Source: an optimization exercise on an open RTL-to-GDS flow (aim: small area and a short achievable clock period). Production flows keep margins and buffers that such runs may drop.
Where RTL was checked, it was by simulation tests only, not by an equivalence proof against the original.
For runs 3 and 4, only the layout was checked, not whether the RTL still works.
Power is estimated from default activity; no workload was simulated.

==> flow/design.v <==
`timescale 1ns/1ps
module moving_avg_filter (
	input  logic        clk,
	input  logic        rst_n,
	input  logic [15:0] sample,
	input  logic        sample_valid,
	input  logic        hist_clr,
	input  logic [2:0]  win_sel,
	output logic [15:0] avg,
	output logic        avg_valid
);
	localparam int SAMPLE_W   = 16;
	localparam int HIST_DEPTH = 16;
	localparam int SUM_W      = SAMPLE_W + $clog2(HIST_DEPTH);
	logic [SAMPLE_W-1:0] hist [HIST_DEPTH];    
	logic [SUM_W-1:0]    sum_next;
	logic [SUM_W-1:0]    sum_q;
	logic [2:0]          shift_q;
	logic [2:0]          shift_sel;
	logic [4:0]          taps;
	logic                sum_valid;
	assign shift_sel = win_sel[2] ? 3'd4 : {1'b0, win_sel[1:0]};
	always_ff @(posedge clk) begin
		if (!rst_n || hist_clr) begin
			for (int i = 0; i < HIST_DEPTH; i++)
				hist[i] <= '0;
		end else if (sample_valid) begin
			hist[0] <= sample;
			for (int i = 1; i < HIST_DEPTH; i++)
				hist[i] <= hist[i-1];
		end
	end
	assign taps = (5'd1 << shift_sel) - 5'd1;
	always_comb begin
		sum_next = SUM_W'(sample);
		for (int i = 0; i < HIST_DEPTH - 1; i++) begin
			if (i < taps)
				sum_next = sum_next + SUM_W'(hist[i]);
		end
	end
	always_ff @(posedge clk) begin
		if (sample_valid) begin
			sum_q   <= sum_next;
			shift_q <= shift_sel;    
		end
	end
	always_ff @(posedge clk) begin
		if (!rst_n) begin
			sum_valid <= 1'b0;
			avg_valid <= 1'b0;
			avg       <= '0;
		end else begin
			sum_valid <= sample_valid;
			avg_valid <= sum_valid;
			if (sum_valid)
				avg <= SAMPLE_W'(sum_q >> shift_q);    
		end
	end
endmodule
`timescale 1ns/1ps
module pwm_gen (
	input  logic       clk,
	input  logic       rst_n,
	input  logic [7:0] duty,
	input  logic       pwm_en,
	output logic       pwm_out
);
	localparam int PWM_PERIOD = 256;                  
	localparam int PWM_CNT_W  = $clog2(PWM_PERIOD);
	logic [PWM_CNT_W-1:0] cnt;
	logic [7:0]           duty_q;
	logic                 wrap;
	assign wrap = (cnt == PWM_CNT_W'(PWM_PERIOD - 1));
	always_ff @(posedge clk) begin
		if (!rst_n) begin
			cnt     <= '0;
			duty_q  <= '0;
			pwm_out <= 1'b0;
		end else begin
			if (wrap) begin
				cnt    <= '0;
				duty_q <= duty;             
			end else begin
				cnt <= cnt + 1'b1;
			end
			pwm_out <= pwm_en && (cnt < duty_q);
		end
	end
endmodule
`timescale 1ns/1ps
module smoother_ctrl (
	input  logic        clk,
	input  logic        rst_n,
	input  logic        wb_cyc,
	input  logic        wb_stb,
	input  logic        wb_we,
	input  logic [1:0]  wb_adr,
	input  logic [15:0] wb_dat_w,
	output logic [15:0] wb_dat_r,
	output logic        wb_ack,
	input  logic [15:0] avg,
	input  logic        avg_valid,
	output logic [15:0] sample,
	output logic        sample_valid,
	output logic        hist_clr,
	output logic [2:0]  win_sel,
	output logic        pwm_en
);
	localparam int HIST_DEPTH  = 16;
	localparam int FILL_W      = $clog2(HIST_DEPTH) + 1;    
	localparam int CTRL_WIN_W  = 3;
	localparam int CTRL_EN_BIT = 4;
	localparam logic [1:0] REG_CTRL   = 2'd0;    
	localparam logic [1:0] REG_SAMPLE = 2'd1;
	localparam logic [1:0] REG_RESULT = 2'd2;
	localparam logic [1:0] REG_STATUS = 2'd3;    
	localparam logic [2:0] WIN_1 = 3'd0;
	localparam logic [1:0] IDLE     = 2'd0;
	localparam logic [1:0] WAIT_AVG = 2'd1;
	localparam logic [1:0] ACK      = 2'd2;
	logic [1:0]        state;
	logic [FILL_W-1:0] fill;
	logic [1:0]        pending;        
	logic              req;
	logic              wr_sample;
	logic              wr_ctrl;
	logic              rd_result;
	logic              result_wait;
	logic              accept;
	logic              capture;
	logic [15:0]       rd_data;
	assign req       = wb_cyc && wb_stb;
	assign wr_sample = wb_we && (wb_adr == REG_SAMPLE);
	assign wr_ctrl   = wb_we && (wb_adr == REG_CTRL);
	assign rd_result = !wb_we && (wb_adr == REG_RESULT);
	assign result_wait = (pending != 2'd0) && !(avg_valid && (pending == 2'd1));
	assign accept  = (state == IDLE) && req && !(rd_result && result_wait);
	assign capture = accept || ((state == WAIT_AVG) && avg_valid && (pending == 2'd1));
	assign wb_ack = (state == ACK);
	always_comb begin
		rd_data = '0;
		case (wb_adr)
			REG_CTRL: begin
				rd_data[CTRL_WIN_W-1:0] = win_sel;
				rd_data[CTRL_EN_BIT]    = pwm_en;
			end
			REG_SAMPLE: rd_data = sample;
			REG_RESULT: rd_data = avg;
			REG_STATUS: rd_data[FILL_W-1:0] = fill;
		endcase
	end
	always_ff @(posedge clk) begin
		if (!rst_n) begin
			state        <= IDLE;
			sample_valid <= 1'b0;
			hist_clr     <= 1'b0;
			win_sel      <= WIN_1;
			pwm_en       <= 1'b0;
		end else begin
			sample_valid <= 1'b0;
			hist_clr     <= 1'b0;
			case (state)
				IDLE: begin
					if (accept) begin
						state        <= ACK;
						sample_valid <= wr_sample;    
						if (wr_ctrl) begin
							win_sel  <= wb_dat_w[CTRL_WIN_W-1:0];
							pwm_en   <= wb_dat_w[CTRL_EN_BIT];
							hist_clr <= (wb_dat_w[CTRL_WIN_W-1:0] != win_sel);
						end
					end else if (req) begin
						state <= WAIT_AVG;              
					end
				end
				WAIT_AVG: begin
					if (capture)
						state <= ACK;
				end
				ACK: state <= IDLE;
				default: state <= IDLE;
			endcase
		end
	end
	always_ff @(posedge clk) begin
		if (accept && wr_sample)
			sample <= wb_dat_w;
		if (capture)
			wb_dat_r <= rd_data;
	end
	always_ff @(posedge clk) begin
		if (!rst_n)
			pending <= 2'd0;
		else if (sample_valid && !avg_valid)
			pending <= pending + 2'd1;
		else if (!sample_valid && avg_valid)
			pending <= pending - 2'd1;
	end
	always_ff @(posedge clk) begin
		if (!rst_n || hist_clr)
			fill <= '0;
		else if (sample_valid && (fill != FILL_W'(HIST_DEPTH)))
			fill <= fill + 1'b1;           
	end
endmodule
`timescale 1ns/1ps
module pwm_smoother_top (
	input  logic        clk,
	input  logic        rst_n,
	input  logic        wb_cyc,
	input  logic        wb_stb,
	input  logic        wb_we,
	input  logic [1:0]  wb_adr,
	input  logic [15:0] wb_dat_w,
	output logic [15:0] wb_dat_r,
	output logic        wb_ack,
	output logic        pwm_out
);
	logic [15:0] sample;
	logic [15:0] avg;
	logic        sample_valid;
	logic        hist_clr;
	logic        avg_valid;
	logic        pwm_en;
	logic [2:0]  win_sel;
	logic [7:0]  duty;
	assign duty = avg[15:8];
	smoother_ctrl smoother_ctrl_inst (
		.clk          (clk),
		.rst_n        (rst_n),
		.wb_cyc       (wb_cyc),
		.wb_stb       (wb_stb),
		.wb_we        (wb_we),
		.wb_adr       (wb_adr),
		.wb_dat_w     (wb_dat_w),
		.wb_dat_r     (wb_dat_r),
		.wb_ack       (wb_ack),
		.avg          (avg),
		.avg_valid    (avg_valid),
		.sample       (sample),
		.sample_valid (sample_valid),
		.hist_clr     (hist_clr),
		.win_sel      (win_sel),
		.pwm_en       (pwm_en)
	);
	moving_avg_filter moving_avg_filter_inst (
		.clk          (clk),
		.rst_n        (rst_n),
		.sample       (sample),
		.sample_valid (sample_valid),
		.hist_clr     (hist_clr),
		.win_sel      (win_sel),
		.avg          (avg),
		.avg_valid    (avg_valid)
	);
	pwm_gen pwm_gen_inst (
		.clk     (clk),
		.rst_n   (rst_n),
		.duty    (duty),
		.pwm_en  (pwm_en),
		.pwm_out (pwm_out)
	);
endmodule
==> flow/run.sh <==
#!/bin/bash
# synth_recipe.tcl (not shown) runs the flow's synth.tcl, then flattens the netlist and writes it again
# the make line also repeats each setting of config.mk as NAME=value (left out here)
make -C /OpenROAD-flow-scripts/flow DESIGN_CONFIG=/design/flow/config.mk WORK_HOME=/design/flow/orfs CLKGATE_MAP_FILE= SYNTH_SCRIPT=/design/flow/synth_recipe.tcl finish
==> flow/config.mk <==
export PLATFORM = sky130hd
export DESIGN_NAME = pwm_smoother_top
export DESIGN_NICKNAME = pwm_smoother_top
export VERILOG_FILES = /design/flow/design.v
export SDC_FILE = /design/flow/constraint.sdc
export NUM_CORES = 4
export LEC_CHECK = 0
export CAP_MARGIN = 20
export CORE_MARGIN = 2
export CORE_UTILIZATION = 40
export SLEW_MARGIN = 20
==> flow/constraint.sdc <==
create_clock -name core_clock -period 18.0 [get_ports {clk}]
set_input_delay 3.6000 -clock core_clock [delete_from_list [all_inputs] [get_ports {clk}]]
set_output_delay 3.6000 -clock core_clock [all_outputs]
set_load 0.01 [all_outputs]
==> qor.tcl, run 1 <==
set qor(grt_pass1_wl_mm) 113
set qor(area.growth.synth_to_final_pct) 11.9
set qor(synth_seq_cells) 345
set qor(num_vias) 22000
set qor(grt-ovfl-total) 0
set qor(outcome) {finished clean}
set qor(layout_min_cycle_time_ps) 17180
set qor(final_net_count) 3471
set qor(clock_insertion_delay_worst_skew_ps) 590
set qor(avgSynthCellArea_um2) 8.52
set qor(stdcell_count) 4084
set qor(max_cap_violations) 0
set qor(hp-class) {reg2reg}
set qor(fillCellCount) 6602
set qor(tightestPinTransition_ps) 1180
set qor(dieHeight_um) 264
set qor(antenna_left) 0
set qor(timing.critical_path.fanout_max) 6
set qor(cts_tree) {yes}
set qor(drt-vias-per-instance) 5.38
set qor(htree_levels) 2
set qor(ys_async_sr_fraction_pct) 0
set qor(routed_wire_length_per_instance_um) 17.2
set qor(detailed_place.area_um2) 28300
set qor(critical-path-slowest-cell) {sky130_fd_sc_hd__or4b_2}
set qor(grt_pass1_vias) 21100
set qor(tritoncts_num_sinks) 345
set qor(total_non_filler_cell_area_in_the_finished_layout_um2) 30300
set qor(drt-initial-drc-count) 1375
set qor(initial_utilization_pct) 40.4
set qor(worst_ep_required_time_ps) 18320
set qor(dr.pass1.iters) 5
set qor(ctsLongestPathBuffers) 3
set qor(multi_input_area_um2) 18800
set qor(peakVddDrop_mv) 0.0689
set qor(post_synth_instance_area_um2) 27100
set qor(type_of_destination_of_the_critical_path) {flip-flop}
set qor(io_buffers) 40
set qor(clkSlewWorstSetupHoldPaths_ps) 60
set qor(layout-drive-gt1-share_pct) 7.29
set qor(floorplan.core_area_um2) 67000
set qor(final_hold_viol_count) 0
set qor(p_total_mw) 1.91
set qor(gp_congestion) 0.863
set qor(synth-main-ff-cell) {sky130_fd_sc_hd__dfxtp_1}
set qor(synth-warning-count) 4
set qor(antenna_found_initial) 2
set qor(ios) 41
set qor(fin_util_pct) 45.2
set qor(layout_worst_path_cycle_share_pct) 95.5
set qor(hpwlAfterDp_mm) 50.7
set qor(syn-num-nets) 3471
set qor(ys_types) 93
set qor(root_buffer) {sky130_fd_sc_hd__clkbuf_16}
set qor(remaining_drc_errors) 0
set qor(timing.fmax_mhz) 58.2
set qor(criticalPathCategory) {reg2reg}
set qor(wl_final_mm) 70.2
set qor(cellPowerDensity_nw_per_um2) 63.1
set qor(rows) 95
set qor(syn_inst) 3176
set qor(fin_hold_ws_ps) 499
set qor(clock-skew-final_ps) 24.1
set qor(critPathArrivalTime_ps) 17500
set qor(slowest_delay_ps) 630
set qor(grt_util_all_layers_pct) 19.8
set qor(start_kind) {flip-flop}
set qor(synth_enable_flop_cells) 55
set qor(maxSlewHeadroom_pct) 21.3
set qor(cellLeakagePower_nw) 12.8
set qor(placed_cells_incl_taps) 3986
set qor(synth_sequential_area_ratio_pct) 27.6
set qor(footprint_of_the_flip_flops_and_latches_um2) 7460
set qor(chipWidth_um) 264
set qor(die_area_um2) 69700
set qor(numCtsBuffers) 42
set qor(report.final.slew_viol_count) 0
set qor(largest_net_degree_at_the_start_of_global_routing) 201
set qor(setup_viol) 0
## cells in the final DEF, fill, tap and decap left out, types with 11 or more instances in the layout
cell and n:
sky130_fd_sc_hd__o21bai_1 44, sky130_fd_sc_hd__nand4_1 11, sky130_fd_sc_hd__fa_1 14, sky130_fd_sc_hd__nor2_1 426
sky130_fd_sc_hd__a31oi_1 13, sky130_fd_sc_hd__o211ai_1 16, sky130_fd_sc_hd__a21oi_1 200, sky130_fd_sc_hd__buf_4 41
sky130_fd_sc_hd__inv_1 157, sky130_fd_sc_hd__xor2_1 62, sky130_fd_sc_hd__o21ai_0 142, sky130_fd_sc_hd__o31ai_1 18
sky130_fd_sc_hd__a21oi_2 14, sky130_fd_sc_hd__o21a_1 35, sky130_fd_sc_hd__a21o_1 204, sky130_fd_sc_hd__edfxtp_1 55
sky130_fd_sc_hd__or3_1 21, sky130_fd_sc_hd__o21ai_1 19, sky130_fd_sc_hd__nor3_1 26, sky130_fd_sc_hd__nor2b_1 35
sky130_fd_sc_hd__clkbuf_16 42, sky130_fd_sc_hd__nand2b_1 37, sky130_fd_sc_hd__and3_1 22, sky130_fd_sc_hd__mux2i_1 286
sky130_fd_sc_hd__nand3_1 42, sky130_fd_sc_hd__nand2_1 162, sky130_fd_sc_hd__and2_1 35, sky130_fd_sc_hd__or2_2 12
sky130_fd_sc_hd__xnor2_1 152, sky130_fd_sc_hd__ha_1 246, sky130_fd_sc_hd__clkdlybuf4s50_1 40, sky130_fd_sc_hd__dfxtp_1 288
sky130_fd_sc_hd__a31o_2 15, sky130_fd_sc_hd__a22o_1 13, sky130_fd_sc_hd__a211oi_1 32, sky130_fd_sc_hd__clkbuf_1 11
## critical path, delay by kind of cell, from the launching register on
| kind | cells | cell delay (ps) |
|---|---|---|
| xor+xnor | 11 | 1690 |
| buf+inv | 1 | 70 |
| mux | 1 | 210 |
| fa+ha+maj | 15 | 4700 |
| compound gates | 38 | 6230 |
| simple gates | 19 | 3550 |
| flops | 1 | 440 |
## through the flow
| stage | worst slack (ps) | TNS, ps |
|---|---|---|
| after floorplan | 1170 | 0 |
| after global placement | 413 | 0 |
| after detailed placement | 162 | 0 |
| after CTS | 90.2 | 0 |
| after global routing | -156 | -175 |
| final | 818 | 0 |
## flip-flops by register name, summed over array words and instances (netlist names), 2 cells and up
name	cells
moving_avg_filter_inst.avg	16
moving_avg_filter_inst.hist	240
moving_avg_filter_inst.shift_q	3
moving_avg_filter_inst.sum_q	20
pwm_gen_inst.cnt	8
pwm_gen_inst.duty_q	8
smoother_ctrl_inst.fill	5
smoother_ctrl_inst.pending	2
smoother_ctrl_inst.sample	16
smoother_ctrl_inst.state	2
smoother_ctrl_inst.wb_dat_r	16
smoother_ctrl_inst.win_sel	3
## timing repair
action / CTS / global route
hold buffers: 0 / 0
endpoints found under the setup margin: 0 / 7
resized for setup: 0 / 76
buffers inserted: 0 / 19
## final cells by class
class                      count  area share [%]
multi-input combinational   2545            62.3
sequential                   345            24.7
clock buffer                  58            3.84
tap                          873            3.61
timing repair buffer          84            2.51
inverter                     158            1.96
clock inverter                19            1.14
antenna                        2          0.0165
## final timing paths
path         slack, ps  cells after the start                               end                    startpoint
max                820                     85  moving_avg_filter_inst.sum_q[19]  smoother_ctrl_inst.sample[0]
min                500                      1               pwm_gen_inst.cnt[0]           pwm_gen_inst.cnt[0]
max reg2reg        820                     85  moving_avg_filter_inst.sum_q[19]  smoother_ctrl_inst.sample[0]
min reg2reg        500                      1               pwm_gen_inst.cnt[0]           pwm_gen_inst.cnt[0]
## per-layer routing
layer	share of wire [%]	GRT usage (%)
met1	50	27.7
met5	0	0
met2	44	31.6
met3	3.4	2.34
met4	3.2	6.51
## cells by family after synthesis
kind of cell / after synthesis / share of synthesized area [%]
xor+xnor: 224 / 7.64
fa+ha+maj: 272 / 13.0
simple gates: 867 / 14.4
compound gates: 879 / 21.8
flops: 345 / 27.6
mux: 303 / 11.6
buf+inv: 286 / 4.02
## power by group
part	switching [mW]	internal [mW]	total (mW)
sequential	0.00351	0.786	0.790
clock	0.367	0.571	0.938
combinational	0.107	0.0750	0.182
total	0.477	1.43	1.91
## Yosys cell counts (all sizes together) (10+ instances only)
| cell type | n | area (µm²) |
|---|---|---|
| and3 | 23 | 144 |
| a22o | 13 | 114 |
| nand4 | 11 | 68.8 |
| and2 | 36 | 225 |
| o31ai | 20 | 155 |
| dfxtp | 290 | 5810 |
| ha | 257 | 3220 |
| o211ai | 17 | 133 |
| nand3 | 42 | 210 |
| mux2i | 287 | 2890 |
| o21bai | 45 | 338 |
| a31oi | 15 | 109 |
| o21ai | 165 | 830 |
| xor2 | 64 | 576 |
| a21o | 204 | 1530 |
| a211oi | 37 | 288 |
| buf | 27 | 115 |
| nand2b | 38 | 238 |
| a311oi | 10 | 87.6 |
| clkbuf | 101 | 379 |
| o21a | 35 | 263 |
| inv | 157 | 589 |
| fa | 15 | 300 |
| nor3 | 30 | 150 |
| nor2b | 35 | 219 |
| a31o | 15 | 131 |
| nor2 | 429 | 1610 |
| a21oi | 216 | 1080 |
| edfxtp | 55 | 1650 |
| or3 | 21 | 131 |
| nand2 | 163 | 612 |
| or2 | 14 | 87.6 |
| xnor2 | 156 | 1400 |
==> run 2: changes to the inputs <==
==> flow/design.v (replaced) <==
`timescale 1ns/1ps
module pwm_smoother_top (
	input  logic        clk,
	input  logic        rst_n,
	input  logic        wb_cyc,
	input  logic        wb_stb,
	input  logic        wb_we,
	input  logic [1:0]  wb_adr,
	input  logic [15:0] wb_dat_w,
	output logic [15:0] wb_dat_r,
	output logic        wb_ack,
	output logic        pwm_out
);
	logic        wait_q;        
	logic        sv0;           
	logic        sv1;           
	logic        hist_clr;
	logic [2:0]  win_sel;
	logic        pwm_en;
	logic [4:0]  fill;
	logic [15:0] hist [16];     
	logic [19:0] part;          
	logic [15:0] avg;
	logic req, idle, rd_result, wr_sample, wr_ctrl, accept;
	assign req       = wb_cyc && wb_stb;
	assign idle      = !wb_ack && !wait_q;
	assign rd_result = !wb_we && (wb_adr == 2'd2);
	assign wr_sample = wb_we && (wb_adr == 2'd1);
	assign wr_ctrl   = wb_we && (wb_adr == 2'd0);
	assign accept    = idle && req && !(rd_result && sv1);
	always_ff @(posedge clk) begin
		if (!rst_n) begin
			wb_ack   <= 1'b0;
			wait_q   <= 1'b0;
			sv0      <= 1'b0;
			sv1      <= 1'b0;
			hist_clr <= 1'b0;
			win_sel  <= 3'd0;
			pwm_en   <= 1'b0;
		end else begin
			wb_ack   <= accept || wait_q;
			wait_q   <= idle && req && rd_result && sv1;
			sv0      <= accept && wr_sample;
			sv1      <= sv0;
			hist_clr <= accept && wr_ctrl && (wb_dat_w[2:0] != win_sel);
			if (accept && wr_ctrl) begin
				win_sel <= wb_dat_w[2:0];
				pwm_en  <= wb_dat_w[4];
			end
		end
	end
	always_ff @(posedge clk) begin
		case (wb_adr)
			2'd0:    wb_dat_r <= {11'd0, pwm_en, 1'b0, win_sel};
			2'd1:    wb_dat_r <= hist[0];
			2'd2:    wb_dat_r <= avg;
			default: wb_dat_r <= {11'd0, fill};
		endcase
	end
	always_ff @(posedge clk) begin
		if (accept && wr_sample) begin
			hist[0] <= wb_dat_w;
			for (int i = 1; i < 16; i++)
				hist[i] <= hist[i-1];
		end
	end
	always_ff @(posedge clk) begin
		if (!rst_n || hist_clr)
			fill <= 5'd0;
		else if (sv0 && !fill[4])
			fill <= fill + 5'd1;
	end
	logic [15:0] drop;
	always_comb begin
		case (win_sel[2] ? 3'd4 : {1'b0, win_sel[1:0]})
			3'd0:    drop = hist[0];
			3'd1:    drop = (fill >= 5'd2)  ? hist[1]  : 16'd0;
			3'd2:    drop = (fill >= 5'd4)  ? hist[3]  : 16'd0;
			3'd3:    drop = (fill >= 5'd8)  ? hist[7]  : 16'd0;
			default: drop = fill[4]         ? hist[15] : 16'd0;
		endcase
	end
	logic [19:0] sum;
	assign sum = part + {4'd0, hist[0]};
	always_ff @(posedge clk) begin
		if (!rst_n || hist_clr)
			part <= 20'd0;
		else if (sv1)
			part <= sum - {4'd0, drop};
	end
	always_ff @(posedge clk) begin
		if (!rst_n)
			avg <= 16'd0;
		else if (sv1) begin
			case (win_sel[2] ? 3'd4 : {1'b0, win_sel[1:0]})
				3'd0:    avg <= sum[15:0];
				3'd1:    avg <= sum[16:1];
				3'd2:    avg <= sum[17:2];
				3'd3:    avg <= sum[18:3];
				default: avg <= sum[19:4];
			endcase
		end
	end
	logic [7:0] cnt;
	logic [7:0] duty_q;
	always_ff @(posedge clk) begin
		if (!rst_n) begin
			cnt     <= 8'd0;
			duty_q  <= 8'd0;
			pwm_out <= 1'b0;
		end else begin
			cnt <= cnt + 8'd1;
			if (cnt == 8'd255)
				duty_q <= avg[15:8];
			pwm_out <= pwm_en && (cnt < duty_q);
		end
	end
endmodule
==> qor.tcl, run 2 <==
set qor(worstHoldEndpoint) {hist[11][5]} ;# was pwm_gen_inst.cnt[0]
set qor(clock_insertion_delay_worst_skew_ps) 530 ;# was 590 ps
set qor(slowest_delay_ps) 850 ;# was 630 ps
set qor(criticalPathCategory) {in2reg} ;# was reg2reg
set qor(cts_post_setup_buffers_inserted) 0 ;# unchanged
set qor(worst_ep_required_time_ps) 18140 ;# was 18320 ps
set qor(post-synth-top-area-fraction_pct) 56.4 ;# was 21.5%
set qor(critPathArrivalTime_ps) 7290 ;# was 17500 ps
set qor(synth.area.top_cells) {sky130_fd_sc_hd__edfxtp_1, sky130_fd_sc_hd__dfxtp_1, sky130_fd_sc_hd__ha_1, sky130_fd_sc_hd__mux2i_1, sky130_fd_sc_hd__a21oi_1} ;# was sky130_fd_sc_hd__dfxtp_1, sky130_fd_sc_hd__ha_1, sky130_fd_sc_hd__mux2i_1, sky130_fd_sc_hd__edfxtp_1, sky130_fd_sc_hd__nor2_1
set qor(gp_congestion) 0.794 ;# was 0.863
set qor(antenna_cells_inserted) 0 ;# was 2
set qor(ios) 41 ;# unchanged
set qor(yosys.area_share.simple_pct) 8.34 ;# was 14.4%
set qor(cellLeakagePower_nw) 5.38 ;# was 12.8 nW
set qor(hpwlAfterDp_mm) 17.4 ;# was 50.7 mm
set qor(avgSynthCellArea_um2) 14.1 ;# was 8.52 µm²
set qor(layout-drive-gt1-share_pct) 8.31 ;# was 7.29%
set qor(complex_gate_fraction_of_the_synthesized_area_pct) 10.4 ;# was 21.8%
set qor(wl_final_mm) 27.1 ;# was 70.2 mm
set qor(clock-skew-final_ps) 23.2 ;# was 24.1 ps
set qor(stdcell_count) 1495 ;# was 4084
set qor(hp-class) {reg2reg} ;# unchanged
set qor(timing.critical_path.mode_cell) {sky130_fd_sc_hd__buf_4}
set qor(hold_path.startpoint) {hist[10][5]} ;# was pwm_gen_inst.cnt[0]
set qor(final_net_count) 1086 ;# was 3471
set qor(io_buffers) 40 ;# unchanged
set qor(outcome) {finished clean} ;# unchanged
set qor(post_synth_mux_area_share_pct) 3.98 ;# was 11.6%
set qor(synth_enable_flop_cells) 256 ;# was 55
set qor(setup_ws_ps) 10850 ;# was 818 ps
set qor(p_total_mw) 1.58 ;# was 1.91 mW
set qor(grt_util_all_layers_pct) 15.3 ;# was 19.8%
set qor(layout_worst_path_cycle_share_pct) 39.7 ;# was 95.5%
set qor(crit_buf_inv) 3 ;# was 1
set qor(dieHeight_um) 189 ;# was 264 µm
set qor(largest_reg_flops) 256 ;# was 240
set qor(num_vias) 7828 ;# was 22.0k
set qor(registers.top_by_ff_count) {hist} ;# was moving_avg_filter_inst.hist
set qor(layout_min_cycle_time_ps) 7150 ;# was 17180 ps
set qor(timing.critical_path.fanout_max) 82 ;# was 6
set qor(cellPowerDensity_nw_per_um2) 101 ;# was 63.1 nW/µm²
set qor(ys_types) 73 ;# was 93
set qor(rows) 67 ;# was 95
set qor(regToRegStartpoint) {hist[0][7]} ;# was smoother_ctrl_inst.sample[0]
set qor(combinational_family_with_the_most_area_after_synthesis) {compound AO/OA/AOI/OAI gates} ;# unchanged
set qor(whs_path_depth) 0 ;# was 1
set qor(synthAdderAreaFrac_pct) 4.15 ;# was 13.0%
set qor(most-common-layout-cells) {sky130_fd_sc_hd__edfxtp_1, sky130_fd_sc_hd__dfxtp_1, sky130_fd_sc_hd__nor2_1, sky130_fd_sc_hd__nand2_1, sky130_fd_sc_hd__a21oi_1} ;# was sky130_fd_sc_hd__nor2_1, sky130_fd_sc_hd__dfxtp_1, sky130_fd_sc_hd__mux2i_1, sky130_fd_sc_hd__ha_1, sky130_fd_sc_hd__a21o_1
set qor(die_area_um2) 35600 ;# was 69700 µm²
set qor(dr.pass1.iters) 5 ;# unchanged
set qor(tritoncts_num_sinks) 339 ;# was 345
set qor(ff2ff_path_depth) 16 ;# was 85
set qor(clkSlewWorstSetupHoldPaths_ps) 60 ;# about the same
set qor(ff2ff_setup_slack_ps) 13280 ;# was 820 ps
set qor(remaining_drc_errors) 0 ;# unchanged
set qor(syn_inst) 968 ;# was 3176
set qor(rsz0062_at_grt) {no}
set qor(place_worst_setup_slack_ps) 10230 ;# was 162 ps
set qor(initial_utilization_pct) 40.7 ;# was 40.4%
set qor(ctsLongestPathBuffers) 3 ;# unchanged
set qor(routed_wire_length_per_instance_um) 18.1 ;# was 17.2 µm
set qor(peakVddDrop_mv) 0.0645 ;# was 0.0689 mV
set qor(largest_net_degree_at_the_start_of_global_routing) 85 ;# was 201
set qor(antenna_left) 0 ;# unchanged
set qor(grt_pass1_vias) 7524 ;# was 21.1k
set qor(htree_levels) 2 ;# unchanged
set qor(synth_seq_cells) 339 ;# was 345
set qor(holdBufCountCts) 0 ;# unchanged
set qor(synth_sequential_area_ratio_pct) 68.6 ;# was 27.6%
set qor(grt_pass1_wl_mm) 42.8 ;# was 113 mm
set qor(timing.critical_path.max_delay_family) {buffers and inverters} ;# was compound AO/OA/AOI/OAI gates
set qor(setup_tns_after_final_layout_ps) 0 ;# unchanged
set qor(type_of_destination_of_the_critical_path) {flip-flop} ;# unchanged
set qor(grt-ovfl-total) 0 ;# unchanged
set qor(report.final.slew_viol_count) 0 ;# unchanged
set qor(synth_top_area_cell) {sky130_fd_sc_hd__edfxtp_1} ;# was sky130_fd_sc_hd__dfxtp_1
set qor(root_buffer) {sky130_fd_sc_hd__clkbuf_16} ;# unchanged
set qor(timing.fmax_mhz) 140 ;# was 58.2 MHz
set qor(synth_top_cells_by_count) {sky130_fd_sc_hd__edfxtp_1, sky130_fd_sc_hd__dfxtp_1, sky130_fd_sc_hd__nor2_1, sky130_fd_sc_hd__nand2_1, sky130_fd_sc_hd__a21oi_1} ;# was sky130_fd_sc_hd__nor2_1, sky130_fd_sc_hd__dfxtp_1, sky130_fd_sc_hd__mux2i_1, sky130_fd_sc_hd__ha_1, sky130_fd_sc_hd__a21oi_1
set qor(reg_top3) {hist (256), part (20)} ;# was moving_avg_filter_inst.hist (240), moving_avg_filter_inst.sum_q (20)
set qor(synth-warning-count) 2 ;# was 4
set qor(cts_tree) {yes} ;# unchanged
set qor(cts_repair_resize_count) 0 ;# unchanged
set qor(critical-path-slowest-cell) {sky130_fd_sc_hd__buf_4} ;# was sky130_fd_sc_hd__or4b_2
set qor(ys_async_sr_fraction_pct) 0 ;# unchanged
set qor(placed_cells_incl_taps) 1429 ;# was 3986
set qor(drt-vias-per-instance) 5.24 ;# was 5.38
set qor(max_cap_violations) 0 ;# unchanged
set qor(syn-num-nets) 1035 ;# was 3471
set qor(synth-main-ff-cell) {sky130_fd_sc_hd__edfxtp_1} ;# was sky130_fd_sc_hd__dfxtp_1
set qor(antenna_found_initial) 1 ;# was 2
set qor(yosys.area_share.xor_xnor_pct) 2.74 ;# was 7.64%
set qor(chipWidth_um) 189 ;# was 264 µm
set qor(maxSlewHeadroom_pct) 32.4 ;# was 21.3%
set qor(crit_chain) {clkdlybuf4s50_1, nor2b_1, and3_4, buf_4, buf_4}
set qor(tightestPinTransition_ps) 1010 ;# was 1180 ps
set qor(post_synth_instance_area_um2) 13600 ;# was 27100 µm²
set qor(setup_viol) 0 ;# unchanged
set qor(yosysMostFrequentCell) {sky130_fd_sc_hd__edfxtp_1} ;# was sky130_fd_sc_hd__nor2_1
set qor(area.growth.synth_to_final_pct) 14.8 ;# was 11.9%
set qor(numCtsBuffers) 36 ;# was 42
set qor(layout.cells.most_common) {sky130_fd_sc_hd__edfxtp_1} ;# was sky130_fd_sc_hd__nor2_1
set qor(drt-initial-drc-count) 724 ;# was 1375
set qor(start_kind) {input port} ;# was flip-flop
set qor(final_hold_viol_count) 0 ;# unchanged
set qor(floorplan.core_area_um2) 33500 ;# was 67000 µm²
set qor(critical_path.reg2reg.endpoint) {part[17]} ;# was moving_avg_filter_inst.sum_q[19]
[run 2: changes by cell type after synthesis, moves of 184 or more]
| cell | before | now |
|---|---|---|
| sky130_fd_sc_hd__a21o_1 | 204 | 20 |
| sky130_fd_sc_hd__dfxtp_1 | 290 | 83 |
| sky130_fd_sc_hd__edfxtp_1 | 55 | 256 |
| sky130_fd_sc_hd__ha_1 | 257 | 42 |
| sky130_fd_sc_hd__mux2i_1 | 286 | 34 |
| sky130_fd_sc_hd__nor2_1 | 428 | 67 |
[run 2: how the worst max path moves through the flow]
stage | start | to | slack [ps] | cells past startpoint
global placement | wb_adr[0] | hist[14][6] | 10360 | 5
detailed placement | wb_adr[0] | hist[15][8] | 10230 | 5
CTS | wb_adr[0] | hist[13][6] | 10810 | 5
finish | wb_adr[0] | hist[14][8] | 10850 | 5
floorplan | wb_adr[0] | hist[0][0] | 7320 | 3
global route | wb_adr[0] | hist[14][8] | 10500 | 5
[run 2: area by class of cell]
cell class / instances / area [µm²]
Tap cell: 448 / 561
Timing Repair Buffer: 52 / 490
Clock buffer: 50 / 963
Inverter: 23 / 86.3
Clock inverter: 16 / 133
Fill cell: 3028 / 17900
Multi-Input combinational cell: 567 / 4070
Sequential cell: 339 / 9350
[run 2: worst reg2reg max path, stage by stage, from the launching register on]
cell and delay (ps):
sky130_fd_sc_hd__edfxtp_1 540, sky130_fd_sc_hd__ha_1 500, sky130_fd_sc_hd__o211a_1 220, sky130_fd_sc_hd__a21oi_1 70
sky130_fd_sc_hd__o32a_1 380, sky130_fd_sc_hd__nand3_1 160, sky130_fd_sc_hd__xor2_1 460, sky130_fd_sc_hd__ha_1 380
sky130_fd_sc_hd__a21o_1 180, sky130_fd_sc_hd__a21o_1 170, sky130_fd_sc_hd__a21o_1 210, sky130_fd_sc_hd__or3_1 300
sky130_fd_sc_hd__nor3_1 300, sky130_fd_sc_hd__o311a_4 300, sky130_fd_sc_hd__xor2_2 160, sky130_fd_sc_hd__a211oi_1 90
sky130_fd_sc_hd__a31o_1 210
[run 2: layer usage]
metal	track usage [%]	vias to the layer above	wire, µm
li1	-	3793	-
met1	23.3	3800	13500
met2	22.1	195	11600
met3	2.89	40	1350
met4	4.81	0	630
met5	0	-	0
[run 2: kinds of logic after synthesis]
family | Yosys count
buffers and inverters | 62
DFF | 339
and+or+nand+nor | 237
muxes | 47
xor gates and xnor gates | 41
AOI/OAI and AO/OA | 198
adders and majority gates | 44
[run 2: power by group]
part / internal (mW) / leakage [nW] / switching, mW / total [mW]
Clock: 0.392 / 0.530 / 0.296 / 0.688
Combinational: 0.0212 / 1.87 / 0.0257 / 0.0470
Sequential: 0.841 / 2.98 / 0.00430 / 0.845
Total: 1.25 / 5.38 / 0.326 / 1.58
[run 2: per-stage QoR]
stage	hold slack, ps	utilization (%)	area [µm²]
after detailed placement	405	43.4	14600
final	414	46.7	15700
after CTS	418	46.7	15700
after global placement	401	43.4	14600
after floorplan	400	-	13600
after global routing	419	46.7	15700
==> run 3: changes to the inputs <==
--- a/flow/design.v
+++ b/flow/design.v
@@ -58,9 +58,11 @@
 		endcase
 	end
 	always_ff @(posedge clk) begin
-		if (accept && wr_sample) begin
+		if (idle && req && wr_sample)
 			hist[0] <= wb_dat_w;
-			for (int i = 1; i < 16; i++)
+		if (sv0) begin
+			hist[1] <= wb_dat_r;
+			for (int i = 2; i < 16; i++)
 				hist[i] <= hist[i-1];
 		end
 	end
==> qor.tcl, run 3 <==
set qor(outcome) {finished clean} ;# unchanged
set qor(num_vias) 7782 ;# was 7828
set qor(criticalPathCategory) {in2reg} ;# unchanged
set qor(tightestPinTransition_ps) 1090 ;# was 1010 ps
set qor(reg_top3) {hist (256), part (20)} ;# unchanged
set qor(p_total_mw) 1.60 ;# was 1.58 mW
set qor(cts_repair_resize_count) 0 ;# unchanged
set qor(critPathArrivalTime_ps) 6530 ;# was 7290 ps
set qor(complex_gate_fraction_of_the_synthesized_area_pct) 9.86 ;# was 10.4%
set qor(ys_async_sr_fraction_pct) 0 ;# unchanged
set qor(cellPowerDensity_nw_per_um2) 103 ;# was 101 nW/µm²
set qor(dr.pass1.iters) 5 ;# unchanged
set qor(critical-path-slowest-cell) {sky130_fd_sc_hd__clkdlybuf4s50_1} ;# was sky130_fd_sc_hd__buf_4
set qor(largest_net_degree_at_the_start_of_global_routing) 88 ;# was 85
set qor(ios) 41 ;# unchanged
set qor(hpwlAfterDp_mm) 18.0 ;# was 17.4 mm
set qor(dieHeight_um) 188 ;# was 189 µm
set qor(antenna_found_initial) 0 ;# was 1
set qor(start_kind) {input port} ;# unchanged
set qor(holdBufCountCts) 0 ;# unchanged
set qor(chipWidth_um) 188 ;# was 189 µm
set qor(synth_top_area_cell) {sky130_fd_sc_hd__edfxtp_1} ;# unchanged
set qor(report.final.slew_viol_count) 0 ;# unchanged
set qor(post-synth-top-area-fraction_pct) 56.5 ;# was 56.4%
set qor(footprint_of_the_flip_flops_and_latches_um2) 9350 ;# about the same
set qor(numCtsBuffers) 37 ;# was 36
set qor(antenna_cells_inserted) 0 ;# unchanged
set qor(timing.fmax_mhz) 164 ;# was 140 MHz
set qor(grt_pass1_wl_mm) 43.0 ;# was 42.8 mm
set qor(cts_post_setup_buffers_inserted) 0 ;# unchanged
set qor(setup_viol) 0 ;# unchanged
set qor(yosys.area_share.simple_pct) 7.82 ;# was 8.34%
set qor(initial_utilization_pct) 40.5 ;# was 40.7%
set qor(synth_sequential_area_ratio_pct) 68.8 ;# was 68.6%
set qor(rows) 67 ;# unchanged
set qor(io_buffers) 40 ;# unchanged
set qor(synth_enable_flop_cells) 256 ;# unchanged
set qor(cellLeakagePower_nw) 5.38 ;# about the same
set qor(most-common-layout-cells) {sky130_fd_sc_hd__edfxtp_1, sky130_fd_sc_hd__dfxtp_1, sky130_fd_sc_hd__nor2_1, sky130_fd_sc_hd__nand2_1, sky130_fd_sc_hd__a21oi_1} ;# unchanged
set qor(grt_util_all_layers_pct) 15.6 ;# was 15.3%
set qor(syn-num-nets) 1013 ;# was 1035
set qor(setup_tns_after_final_layout_ps) 0 ;# unchanged
set qor(synth_seq_cells) 339 ;# unchanged
set qor(post_synth_instance_area_um2) 13600 ;# about the same
set qor(layout_worst_path_cycle_share_pct) 33.9 ;# was 39.7%
set qor(ys_types) 68 ;# was 73
set qor(gp_congestion) 0.829 ;# was 0.794
set qor(largest_reg_flops) 256 ;# unchanged
set qor(syn_inst) 946 ;# was 968
set qor(synth.area.top_cells) {sky130_fd_sc_hd__edfxtp_1, sky130_fd_sc_hd__dfxtp_1, sky130_fd_sc_hd__ha_1, sky130_fd_sc_hd__mux2i_1, sky130_fd_sc_hd__mux4_2} ;# was sky130_fd_sc_hd__edfxtp_1, sky130_fd_sc_hd__dfxtp_1, sky130_fd_sc_hd__ha_1, sky130_fd_sc_hd__mux2i_1, sky130_fd_sc_hd__a21oi_1
set qor(grt_pass1_vias) 7427 ;# was 7524
set qor(timing.critical_path.fanout_max) 26 ;# was 82
set qor(post_synth_mux_area_share_pct) 5.40 ;# was 3.98%
set qor(ctsLongestPathBuffers) 3 ;# unchanged
set qor(avgSynthCellArea_um2) 14.4 ;# was 14.1 µm²
set qor(clock-skew-final_ps) 18.7 ;# was 23.2 ps
set qor(layout.cells.most_common) {sky130_fd_sc_hd__edfxtp_1} ;# unchanged
set qor(rsz0062_at_grt) {no} ;# unchanged
set qor(drt-vias-per-instance) 5.29 ;# was 5.24
set qor(peakVddDrop_mv) 0.0703 ;# was 0.0645 mV
set qor(crit_chain) {clkdlybuf4s50_1, clkinv_1, nor2_1, nand2_1, and4b_1, mux2i_1, o31ai_1} ;# was clkdlybuf4s50_1, nor2b_1, and3_4, buf_4, buf_4
set qor(type_of_destination_of_the_critical_path) {flip-flop} ;# unchanged
set qor(total_non_filler_cell_area_in_the_finished_layout_um2) 15600 ;# was 15700 µm²
set qor(slowest_delay_ps) 990 ;# was 850 ps
set qor(antenna_left) 0 ;# unchanged
set qor(fin_util_pct) 46.6 ;# was 46.7%
set qor(detailed_place.area_um2) 14500 ;# was 14600 µm²
set qor(layout_min_cycle_time_ps) 6110 ;# was 7150 ps
set qor(drt-initial-drc-count) 618 ;# was 724
set qor(synth_top_cells_by_count) {sky130_fd_sc_hd__edfxtp_1, sky130_fd_sc_hd__dfxtp_1, sky130_fd_sc_hd__nor2_1, sky130_fd_sc_hd__nand2_1, sky130_fd_sc_hd__a21oi_1} ;# unchanged
set qor(area.growth.synth_to_final_pct) 14.9 ;# was 14.8%
set qor(yosysMostFrequentCell) {sky130_fd_sc_hd__edfxtp_1} ;# unchanged
set qor(synthAdderAreaFrac_pct) 4.16 ;# was 4.15%
set qor(yosys.area_share.xor_xnor_pct) 2.32 ;# was 2.74%
set qor(registers.top_by_ff_count) {hist} ;# unchanged
set qor(floorplan.core_area_um2) 33500 ;# unchanged
set qor(multi_input_area_um2) 4040 ;# was 4070 µm²
set qor(die_area_um2) 35500 ;# was 35600 µm²
set qor(worst_ep_required_time_ps) 18420 ;# was 18140 ps
set qor(synth-main-ff-cell) {sky130_fd_sc_hd__edfxtp_1} ;# unchanged
set qor(final_hold_viol_count) 0 ;# unchanged
set qor(tritoncts_num_sinks) 339 ;# unchanged
set qor(combinational_family_with_the_most_area_after_synthesis) {compound AO/OA/AOI/OAI gates} ;# unchanged
set qor(grt-ovfl-total) 0 ;# unchanged
set qor(htree_levels) 2 ;# unchanged
set qor(clkSlewWorstSetupHoldPaths_ps) 60 ;# about the same
set qor(fillCellCount) 2989 ;# was 3028
set qor(max_cap_violations) 0 ;# unchanged
set qor(clock_insertion_delay_worst_skew_ps) 530 ;# about the same
set qor(remaining_drc_errors) 0 ;# unchanged
set qor(wl_final_mm) 27.7 ;# was 27.1 mm
set qor(synth-warning-count) 2 ;# unchanged
set qor(layout-drive-gt1-share_pct) 9.38 ;# was 8.31%
set qor(root_buffer) {sky130_fd_sc_hd__clkbuf_16} ;# unchanged
set qor(routed_wire_length_per_instance_um) 18.8 ;# was 18.1 µm
set qor(final_net_count) 1063 ;# was 1086
set qor(cts_tree) {yes} ;# unchanged
set qor(hp-class) {reg2reg} ;# unchanged
set qor(maxSlewHeadroom_pct) 27.4 ;# was 32.4%
[run 3: report_power, final]
part	leakage (nW)	switching (mW)	internal (mW)
sequential	2.98	0.00419	0.838
combinational	1.84	0.0251	0.0211
clock	0.558	0.296	0.418
total	5.38	0.325	1.28
[run 3: routing by layer]
| metal | wire, µm | global-route usage (%) | part of all wire [%] | vias up |
|---|---|---|---|---|
| li1 | - | - | - | 3713 |
| met1 | 13300 | 23.5 | 48 | 3837 |
| met2 | 12100 | 22.9 | 44 | 190 |
| met3 | 1570 | 2.89 | 5.7 | 42 |
| met4 | 644 | 5.23 | 2.3 | 0 |
| met5 | 0 | 0 | 0 | - |
[run 3: per-stage QoR]
step	std cells	worst slack, ps	hold slack (ps)
global placement	1405	11400	400
global route	1472	11530	415
finish	1472	11890	402
detailed placement	1405	11290	405
floorplan	946	11400	400
CTS	1472	11860	399
[run 3: worst paths after layout]
path | start | end | slack [ps] | depth (start not counted)
worst max-delay path | rst_n | part[19] | 11890 | 7
worst min-delay path | hist[13][15] | hist[14][15] | 400 | 0
worst max register to register | hist[0][0] | part[17] | 13010 | 15
worst min register to register | hist[13][15] | hist[14][15] | 400 | 0
[run 3: critical path: cells and delay by family]
kind,cells,cell delay [ps]
buf+inv,2,1850
simple gates,3,940
compound gates,1,70
mux,1,60
[run 3: logic make-up after synthesis]
group | count (synthesis)
DFF | 339
buffers and inverters | 57
xor gates and xnor gates | 36
AOI/OAI and AO/OA | 190
muxes | 54
adders and majority gates | 44
and+or+nand+nor | 226
[run 3: final cells by class]
| class | instances | area share, % |
|---|---|---|
| Tap cell | 448 | 3.59 |
| Inverter | 20 | 0.480 |
| Timing Repair Buffer | 48 | 2.95 |
| Sequential cell | 339 | 59.9 |
| Clock buffer | 49 | 6.35 |
| Clock inverter | 18 | 0.945 |
| Multi-Input combinational cell | 550 | 25.8 |
==> run 4: changes to the inputs <==
--- a/flow/config.mk
+++ b/flow/config.mk
@@ -5,6 +5,7 @@
 export SDC_FILE = /design/flow/constraint.sdc
 export NUM_CORES = 4
 export LEC_CHECK = 0
+export ABC_AREA = 1
 export CAP_MARGIN = 20
 export CORE_MARGIN = 2
 export CORE_UTILIZATION = 40
==> qor.tcl, run 4 <==
set qor(outcome) {finished clean} ;# unchanged
set qor(layout_min_cycle_time_ps) 6610 ;# was 6110 ps
set qor(yosysMostFrequentCell) {sky130_fd_sc_hd__nand2_1} ;# was sky130_fd_sc_hd__edfxtp_1
set qor(initial_utilization_pct) 40.4 ;# was 40.5%
set qor(clkSlewWorstSetupHoldPaths_ps) 60 ;# about the same
set qor(htree_levels) 2 ;# unchanged
set qor(gr_met2_demand_resource_pct) 27.2 ;# was 22.9%
set qor(power_switching_share_pct) 21.0 ;# was 20.3%
set qor(wl_final_mm) 31.4 ;# was 27.7 mm
set qor(hold_path.startpoint) {hist[8][3]} ;# was hist[13][15]
set qor(synth-warning-count) 2 ;# unchanged
set qor(internal_power_mw) 1.29 ;# was 1.28 mW
set qor(critical-path-slowest-cell) {sky130_fd_sc_hd__clkdlybuf4s50_1} ;# unchanged
set qor(whs_path_depth) 0 ;# unchanged
set qor(synth-main-ff-cell) {sky130_fd_sc_hd__edfxtp_1} ;# unchanged
set qor(rsz0062_at_grt) {no} ;# unchanged
set qor(numCtsBuffers) 38 ;# was 37
set qor(power.net_switching_mw) 0.343 ;# was 0.325 mW
set qor(syn_inst) 1230 ;# was 946
set qor(ios) 41 ;# unchanged
set qor(registers.top_by_ff_count) {hist} ;# unchanged
set qor(cts_repair_resize_count) 0 ;# unchanged
set qor(largest_net_degree_at_the_start_of_global_routing) 87 ;# was 88
set qor(post_synth_mux_area_share_pct) 0 ;# was 5.40%
set qor(reg_top3) {hist (256), part (20)} ;# unchanged
set qor(synthAdderAreaFrac_pct) 4.07 ;# was 4.16%
set qor(hp-class) {reg2reg} ;# unchanged
set qor(timing.critical_path.fanout_max) 24 ;# was 26
set qor(start_kind) {input port} ;# unchanged
set qor(io_buffers) 40 ;# unchanged
set qor(cellPowerDensity_nw_per_um2) 102 ;# was 103 nW/µm²
set qor(final_net_count) 1358 ;# was 1063
set qor(complex_gate_fraction_of_the_synthesized_area_pct) 9.54 ;# was 9.86%
set qor(ff2ff_setup_slack_ps) 12740 ;# was 13010 ps
set qor(remaining_drc_errors) 0 ;# unchanged
set qor(routed_wire_length_per_instance_um) 17.7 ;# was 18.8 µm
set qor(syn-num-nets) 1297 ;# was 1013
set qor(dr.pass1.iters) 7 ;# was 5
set qor(holdBufCountCts) 0 ;# unchanged
set qor(maxSlewHeadroom_pct) 25.6 ;# was 27.4%
set qor(type_of_destination_of_the_critical_path) {flip-flop} ;# unchanged
set qor(post-synth-top-area-fraction_pct) 55.4 ;# was 56.5%
set qor(place_worst_setup_slack_ps) 10870 ;# was 11290 ps
set qor(chipWidth_um) 190 ;# was 188 µm
set qor(critical_path.reg2reg.endpoint) {part[13]} ;# was part[17]
set qor(cts_post_setup_buffers_inserted) 0 ;# unchanged
set qor(crit_chain) {clkdlybuf4s50_1, inv_1, nor2_1, clkinv_1, a21oi_1, o21ai_0, inv_1} ;# was clkdlybuf4s50_1, clkinv_1, nor2_1, nand2_1, and4b_1, mux2i_1, o31ai_1
set qor(slowest_delay_ps) 830 ;# was 990 ps
set qor(hpwlAfterDp_mm) 21.0 ;# was 18.0 mm
set qor(synth_sequential_area_ratio_pct) 67.3 ;# was 68.8%
set qor(combinational_family_with_the_most_area_after_synthesis) {simple AND/OR/NAND/NOR gates} ;# was compound AO/OA/AOI/OAI gates
set qor(tightestPinTransition_ps) 1110 ;# was 1090 ps
set qor(layout_worst_path_cycle_share_pct) 36.7 ;# was 33.9%
set qor(antenna_left) 0 ;# unchanged
set qor(avgSynthCellArea_um2) 11.3 ;# was 14.4 µm²
set qor(layout.cells.most_common) {sky130_fd_sc_hd__nand2_1} ;# was sky130_fd_sc_hd__edfxtp_1
set qor(floorplan.core_area_um2) 34400 ;# was 33500 µm²
set qor(power.share.clock_pct) 45.0 ;# was 44.6%
set qor(regToRegStartpoint) {win_sel[2]} ;# was hist[0][0]
set qor(timing.fmax_mhz) 151 ;# was 164 MHz
set qor(power_frac_comb_pct) 3.3 ;# was 2.9%
set qor(timing.critical_path.mode_cell) {sky130_fd_sc_hd__inv_1}
set qor(worst_ep_required_time_ps) 18470 ;# was 18420 ps
set qor(drt-initial-drc-count) 825 ;# was 618
set qor(setup_tns_after_final_layout_ps) 0 ;# unchanged
set qor(drt-vias-per-instance) 5.09 ;# was 5.29
set qor(grt_pass1_wl_mm) 48.0 ;# was 43.0 mm
set qor(cellLeakagePower_nw) 6.12 ;# was 5.38 nW
set qor(antenna_cells_inserted) 0 ;# unchanged
set qor(ys_async_sr_fraction_pct) 0 ;# unchanged
set qor(area.growth.synth_to_final_pct) 15.2 ;# was 14.9%
set qor(stdcell_count) 1775 ;# was 1472
set qor(max_cap_violations) 0 ;# unchanged
set qor(synth_top_cells_by_count) {sky130_fd_sc_hd__nand2_1, sky130_fd_sc_hd__edfxtp_1, sky130_fd_sc_hd__inv_1, sky130_fd_sc_hd__dfxtp_1, sky130_fd_sc_hd__a21oi_1} ;# was sky130_fd_sc_hd__edfxtp_1, sky130_fd_sc_hd__dfxtp_1, sky130_fd_sc_hd__nor2_1, sky130_fd_sc_hd__nand2_1, sky130_fd_sc_hd__a21oi_1
set qor(gp_congestion) 0.872 ;# was 0.829
set qor(most-common-layout-cells) {sky130_fd_sc_hd__nand2_1, sky130_fd_sc_hd__edfxtp_1, sky130_fd_sc_hd__inv_1, sky130_fd_sc_hd__dfxtp_1, sky130_fd_sc_hd__a21oi_1} ;# was sky130_fd_sc_hd__edfxtp_1, sky130_fd_sc_hd__dfxtp_1, sky130_fd_sc_hd__nor2_1, sky130_fd_sc_hd__nand2_1, sky130_fd_sc_hd__a21oi_1
set qor(setup_viol) 0 ;# unchanged
set qor(post_synth_instance_area_um2) 13900 ;# was 13600 µm²
set qor(globalRouteMet1Util_pct) 25.5 ;# was 23.5%
set qor(antenna_found_initial) 0 ;# unchanged
set qor(criticalPathCategory) {in2reg} ;# unchanged
set qor(grt_util_met3_pct) 2.82 ;# was 2.89%
set qor(largest_reg_flops) 256 ;# unchanged
set qor(power_frac_seq_pct) 51.7 ;# was 52.6%
set qor(worstHoldEndpoint) {hist[9][3]} ;# was hist[14][15]
set qor(clock-skew-final_ps) 14.2 ;# was 18.7 ps
set qor(critPathArrivalTime_ps) 7070 ;# was 6530 ps
set qor(die_area_um2) 36200 ;# was 35500 µm²
set qor(grt_util_all_layers_pct) 17.4 ;# was 15.6%
set qor(cts_tree) {yes} ;# unchanged
set qor(tritoncts_num_sinks) 339 ;# unchanged
set qor(report.final.slew_viol_count) 0 ;# unchanged
set qor(ff2ff_path_depth) 18 ;# was 15
set qor(placed_cells_incl_taps) 1706 ;# was 1405
set qor(grt-ovfl-total) 0 ;# unchanged
set qor(synth_top_area_cell) {sky130_fd_sc_hd__edfxtp_1} ;# unchanged
set qor(clock_insertion_delay_worst_skew_ps) 520 ;# was 530 ps
set qor(layout-drive-gt1-share_pct) 6.59 ;# was 9.38%
set qor(ctsLongestPathBuffers) 3 ;# unchanged
set qor(dieHeight_um) 190 ;# was 188 µm
set qor(yosys.area_share.simple_pct) 13.1 ;# was 7.82%
set qor(grt_busiest_layer) {met2} ;# was met1
set qor(ys_types) 46 ;# was 68
set qor(yosys.area_share.xor_xnor_pct) 1.25 ;# was 2.32%
set qor(root_buffer) {sky130_fd_sc_hd__clkbuf_16} ;# unchanged
set qor(rows) 68 ;# was 67
set qor(synth.area.top_cells) {sky130_fd_sc_hd__edfxtp_1, sky130_fd_sc_hd__dfxtp_1, sky130_fd_sc_hd__nand2_1, sky130_fd_sc_hd__inv_1, sky130_fd_sc_hd__ha_1} ;# was sky130_fd_sc_hd__edfxtp_1, sky130_fd_sc_hd__dfxtp_1, sky130_fd_sc_hd__ha_1, sky130_fd_sc_hd__mux2i_1, sky130_fd_sc_hd__mux4_2
set qor(setup_ws_ps) 11390 ;# was 11890 ps
set qor(peakVddDrop_mv) 0.0637 ;# was 0.0703 mV
set qor(grt_pass1_vias) 8537 ;# was 7427
set qor(synth_seq_cells) 339 ;# unchanged
set qor(synth_enable_flop_cells) 256 ;# unchanged
set qor(final_hold_viol_count) 0 ;# unchanged
set qor(num_vias) 9027 ;# was 7782
==> run 4: cell count changes after synthesis, sizes merged, moves of 34 or more <==
cell / delta
nand3: +37
a21oi: +37
mux2i: -34
o21ai: +35
nand2: +198
inv: +124
==> run 4: kinds of logic (layout without fill, tap and decap cells) <==
kind of cell,after synthesis,after routing
simple gates,435,435
flops,339,339
compound gates,222,222
buf+inv,171,261
fa+ha+maj,44,44
xor+xnor,19,19
==> run 4: per-stage QoR <==
step	instance area, µm²	power (mW)	hold WS (ps)	util [%]
finish	16000	1.63	411	46.5
global route	16000	1.69	418	46.5
CTS	16000	1.65	415	46.5
detailed placement	14800	0.913	405	43.1
global placement	14800	0.913	400	43.1
floorplan	13900	0.892	400	-
==> run 4: area by class of cell <==
type | count | area [µm²]
multi-input cells | 720 | 3880
well taps | 455 | 569
clock buffers | 48 | 1010
inverters | 143 | 537
repair buffers | 49 | 468
clock inverters | 21 | 174
fillers | 3195 | 18400
flip-flops and latches | 339 | 9350
==> run 4: worst max path at each step <==
stage / from / endpoint / slack (ps) / cells past startpoint
after floorplan: sv0 / fill[3] / 11070 / 5
after global placement: rst_n / part[16] / 10980 / 7
after detailed placement: rst_n / part[16] / 10870 / 7
after CTS: rst_n / part[16] / 11400 / 7
after global routing: rst_n / part[13] / 11000 / 7
final: rst_n / part[16] / 11390 / 7
==> run 4: routing by layer <==
| metal | vias to the layer above | wire length (µm) |
|---|---|---|
| li1 | 4392 | - |
| met1 | 4325 | 14800 |
| met2 | 263 | 14300 |
| met3 | 47 | 1670 |
| met4 | 0 | 559 |
| met5 | - | 0 |
==> run 4: power groups by stage <==
stage / clock network [mW] / logic, mW / registers, mW
2_1_floorplan: 0 / 0.0324 / 0.860
4_1_cts: 0.753 / 0.0544 / 0.842
3_3_place_gp: 0 / 0.0536 / 0.859
3_5_place_dp: 0 / 0.0540 / 0.859
5_1_grt: 0.782 / 0.0606 / 0.843
6_report: 0.734 / 0.0544 / 0.842
==> run 4: critical path, delay by kind of cell <==
family	cells	cell delay (ps)
simple gates	1	830
compound gates	2	400
buf+inv	4	2210
==> run 5: changes to the inputs <==
--- a/flow/design.v
+++ b/flow/design.v
@@ -57,11 +57,13 @@
 			default: wb_dat_r <= {11'd0, fill};
 		endcase
 	end
+	logic [15:0] prev;
 	always_ff @(posedge clk) begin
-		if (idle && req && wr_sample)
+		if (accept && wr_sample)
 			hist[0] <= wb_dat_w;
+		prev <= hist[0];
 		if (sv0) begin
-			hist[1] <= wb_dat_r;
+			hist[1] <= prev;
 			for (int i = 2; i < 16; i++)
 				hist[i] <= hist[i-1];
 		end
--- a/flow/config.mk
+++ b/flow/config.mk
@@ -5,7 +5,6 @@
 export SDC_FILE = /design/flow/constraint.sdc
 export NUM_CORES = 4
 export LEC_CHECK = 0
-export ABC_AREA = 1
 export CAP_MARGIN = 20
 export CORE_MARGIN = 2
 export CORE_UTILIZATION = 40
==> qor.tcl, run 5 <==
set qor(critPathArrivalTime_ps) 6080 ;# was 7070 ps
set qor(report.final.slew_viol_count) 0 ;# unchanged
set qor(grt-ovfl-total) 0 ;# unchanged
set qor(cts_tree) {yes} ;# unchanged
set qor(synth-warning-count) 2 ;# unchanged
set qor(hp-class) {reg2reg} ;# unchanged
set qor(dieHeight_um) 191 ;# was 190 µm
set qor(rows) 68 ;# unchanged
set qor(clkSlewWorstSetupHoldPaths_ps) 60 ;# about the same
set qor(detailed_place.area_um2) 14900 ;# was 14800 µm²
set qor(final_hold_viol_count) 0 ;# unchanged
set qor(multi_input_area_um2) 4060 ;# was 3880 µm²
set qor(drt-initial-drc-count) 716 ;# was 825
set qor(final_net_count) 1105 ;# was 1358
set qor(synth_seq_cells) 355 ;# was 339
set qor(cts_post_setup_buffers_inserted) 0 ;# unchanged
set qor(outcome) {finished clean} ;# unchanged
set qor(post_synth_instance_area_um2) 14000 ;# was 13900 µm²
set qor(hpwlAfterDp_mm) 18.1 ;# was 21.0 mm
set qor(synth_sequential_area_ratio_pct) 69.3 ;# was 67.3%
set qor(synth.area.top_cells) {sky130_fd_sc_hd__edfxtp_1, sky130_fd_sc_hd__dfxtp_1, sky130_fd_sc_hd__ha_1, sky130_fd_sc_hd__mux2i_1, sky130_fd_sc_hd__a21oi_1} ;# was sky130_fd_sc_hd__edfxtp_1, sky130_fd_sc_hd__dfxtp_1, sky130_fd_sc_hd__nand2_1, sky130_fd_sc_hd__inv_1, sky130_fd_sc_hd__ha_1
set qor(yosysMostFrequentCell) {sky130_fd_sc_hd__edfxtp_1} ;# was sky130_fd_sc_hd__nand2_1
set qor(io_buffers) 40 ;# unchanged
set qor(grt_util_all_layers_pct) 15.7 ;# was 17.4%
set qor(grt_pass1_vias) 7834 ;# was 8537
set qor(synth_top_area_cell) {sky130_fd_sc_hd__edfxtp_1} ;# unchanged
set qor(synth-main-ff-cell) {sky130_fd_sc_hd__edfxtp_1} ;# unchanged
set qor(clock-skew-final_ps) 20.5 ;# was 14.2 ps
set qor(ys_types) 73 ;# was 46
set qor(largest_net_degree_at_the_start_of_global_routing) 87 ;# unchanged
set qor(total_non_filler_cell_area_in_the_finished_layout_um2) 16300 ;# was 16000 µm²
set qor(floorplan.core_area_um2) 34500 ;# was 34400 µm²
set qor(footprint_of_the_flip_flops_and_latches_um2) 9670 ;# was 9350 µm²
set qor(post-synth-top-area-fraction_pct) 55.1 ;# was 55.4%
set qor(p_total_mw) 1.76 ;# was 1.63 mW
set qor(ctsLongestPathBuffers) 3 ;# unchanged
set qor(layout-drive-gt1-share_pct) 9.93 ;# was 6.59%
set qor(layout.cells.most_common) {sky130_fd_sc_hd__edfxtp_1} ;# was sky130_fd_sc_hd__nand2_1
set qor(cellLeakagePower_nw) 5.66 ;# was 6.12 nW
set qor(root_buffer) {sky130_fd_sc_hd__clkbuf_16} ;# unchanged
set qor(die_area_um2) 36400 ;# was 36200 µm²
set qor(layout_min_cycle_time_ps) 5950 ;# was 6610 ps
set qor(dr.pass1.iters) 5 ;# was 7
set qor(registers.top_by_ff_count) {hist} ;# unchanged
set qor(reg_top3) {hist (256), part (20)} ;# unchanged
set qor(numCtsBuffers) 39 ;# was 38
set qor(num_vias) 7997 ;# was 9027
set qor(drt-vias-per-instance) 5.25 ;# was 5.09
set qor(synth_enable_flop_cells) 256 ;# unchanged
set qor(setup_viol) 0 ;# unchanged
set qor(routed_wire_length_per_instance_um) 18.5 ;# was 17.7 µm
set qor(start_kind) {input port} ;# unchanged
set qor(criticalPathCategory) {in2reg} ;# unchanged
set qor(setup_tns_after_final_layout_ps) 0 ;# unchanged
set qor(max_cap_violations) 0 ;# unchanged
set qor(antenna_found_initial) 0 ;# unchanged
set qor(antenna_cells_inserted) 0 ;# unchanged
set qor(fillCellCount) 3019 ;# was 3195
set qor(largest_reg_flops) 256 ;# unchanged
set qor(tightestPinTransition_ps) 1060 ;# was 1110 ps
set qor(gp_congestion) 0.826 ;# was 0.872
set qor(holdBufCountCts) 0 ;# unchanged
set qor(cts_repair_resize_count) 0 ;# unchanged
set qor(cellPowerDensity_nw_per_um2) 108 ;# was 102 nW/µm²
set qor(tritoncts_num_sinks) 355 ;# was 339
set qor(ys_async_sr_fraction_pct) 0 ;# unchanged
set qor(clock_insertion_delay_worst_skew_ps) 520 ;# about the same
set qor(chipWidth_um) 191 ;# was 190 µm
set qor(type_of_destination_of_the_critical_path) {flip-flop} ;# unchanged
set qor(synth_top_cells_by_count) {sky130_fd_sc_hd__edfxtp_1, sky130_fd_sc_hd__dfxtp_1, sky130_fd_sc_hd__nor2_1, sky130_fd_sc_hd__nand2_1, sky130_fd_sc_hd__a21oi_1} ;# was sky130_fd_sc_hd__nand2_1, sky130_fd_sc_hd__edfxtp_1, sky130_fd_sc_hd__inv_1, sky130_fd_sc_hd__dfxtp_1, sky130_fd_sc_hd__a21oi_1
set qor(timing.fmax_mhz) 168 ;# was 151 MHz
set qor(remaining_drc_errors) 0 ;# unchanged
set qor(worst_ep_required_time_ps) 18130 ;# was 18470 ps
set qor(htree_levels) 2 ;# unchanged
set qor(most-common-layout-cells) {sky130_fd_sc_hd__edfxtp_1, sky130_fd_sc_hd__dfxtp_1, sky130_fd_sc_hd__nor2_1, sky130_fd_sc_hd__nand2_1, sky130_fd_sc_hd__a21oi_1} ;# was sky130_fd_sc_hd__nand2_1, sky130_fd_sc_hd__edfxtp_1, sky130_fd_sc_hd__inv_1, sky130_fd_sc_hd__dfxtp_1, sky130_fd_sc_hd__a21oi_1
set qor(grt_pass1_wl_mm) 44.1 ;# was 48.0 mm
set qor(wl_final_mm) 28.2 ;# was 31.4 mm
set qor(syn-num-nets) 1051 ;# was 1297
set qor(timing.critical_path.fanout_max) 17 ;# was 24
set qor(layout_worst_path_cycle_share_pct) 33.1 ;# was 36.7%
set qor(antenna_left) 0 ;# unchanged
set qor(ios) 41 ;# unchanged
set qor(maxSlewHeadroom_pct) 28.9 ;# was 25.6%
set qor(fin_util_pct) 47.2 ;# was 46.5%
set qor(initial_utilization_pct) 40.5 ;# was 40.4%
set qor(area.growth.synth_to_final_pct) 16.5 ;# was 15.2%
set qor(avgSynthCellArea_um2) 14.2 ;# was 11.3 µm²
set qor(syn_inst) 984 ;# was 1230
set qor(rsz0062_at_grt) {no} ;# unchanged
set qor(peakVddDrop_mv) 0.0805 ;# was 0.0637 mV
==> run 5: worst paths after layout <==
path	from	endpoint	slack, ps	depth (start not counted)
max reg2reg	win_sel[0]	part[17]	13140	16
min reg2reg	prev[9]	hist[1][9]	400	0
min	prev[9]	hist[1][9]	400	0
max	wb_adr[0]	hist[0][7]	12050	3
==> run 5: logic make-up (layout without fill, tap and decap cells) <==
| family | after synthesis | after routing | synth area share [%] |
|---|---|---|---|
| compound gates | 198 | 198 | 10.2 |
| buf+inv | 62 | 146 | 1.75 |
| flops | 355 | 355 | 69.3 |
| xor+xnor | 41 | 41 | 2.68 |
| mux | 47 | 47 | 3.89 |
| fa+ha+maj | 44 | 44 | 4.05 |
| simple gates | 237 | 237 | 8.15 |
==> run 5: final cells by class <==
cell class	count	area share, %
tap	455	3.50
inverter	23	0.531
clock inverter	19	1.49
timing repair buffer	52	3.02
multi-input combinational	567	25.0
sequential	355	59.5
clock buffer	52	6.99
==> run 5: stage by stage <==
step	instances	setup slack (ps)	hold slack [ps]
final	1523	12050	403
after global routing	1523	11910	406
after CTS	1523	11970	404
after detailed placement	1452	11460	389
after global placement	1452	11620	386
after floorplan	984	11400	386
==> run 5: per-layer routing <==
layer / track usage [%] / routed length [µm] / vias up
met5: 0 / 0 / -
met4: 3.91 / 531 / 0
met3: 2.74 / 1190 / 40
met2: 23.8 / 12400 / 180
met1: 23.4 / 14000 / 3931
li1: - / - / 3846
==> run 5: worst max-delay path: stages <==
cell and delay (ps):
sky130_fd_sc_hd__clkdlybuf4s50_1 680, sky130_fd_sc_hd__nor2b_1 800, sky130_fd_sc_hd__and3_1 980
==> run 5: power by group <==
| group | internal, mW | switching, mW | leakage [nW] |
|---|---|---|---|
| logic | 0.0211 | 0.0253 | 1.87 |
| registers | 0.873 | 0.00387 | 3.11 |
| clock network | 0.518 | 0.317 | 0.671 |
| total | 1.41 | 0.346 | 5.66 |

[separate check: timing with driven ports]
Ports are ideal in the flow. The routed layouts listed here were re-timed in OpenROAD.
Step 1, drivers: a clkbuf_16 drives clk and a buf_2 each remaining input, both assumed.
Step 2, shift: input delay + t, output delay - t, t = (earliest + latest rising clock arrival at the registers) / 2. This alone moves slack from input paths to output paths.
Three values: no drivers, after step 1, after step 2; two values: the first two.
run	t, ns	setup slack, ns	cell pins on the clock port's net
run 1	0.641	0.818 / 0.818 / 0.818	1
run 2	0.568	10.851 / 10.878 / 10.310	1
run 3	0.565	11.894 / 11.920 / 11.356	1
run 4	0.559	11.391 / 11.414 / 10.855	1
run 5	0.564	12.051 / 12.079 / 11.515	1
After both steps every run listed still meets setup and hold. For run 2, which loses most, drivers alone change the setup slack by +0.027 ns; drivers and shift together by -0.541 ns.
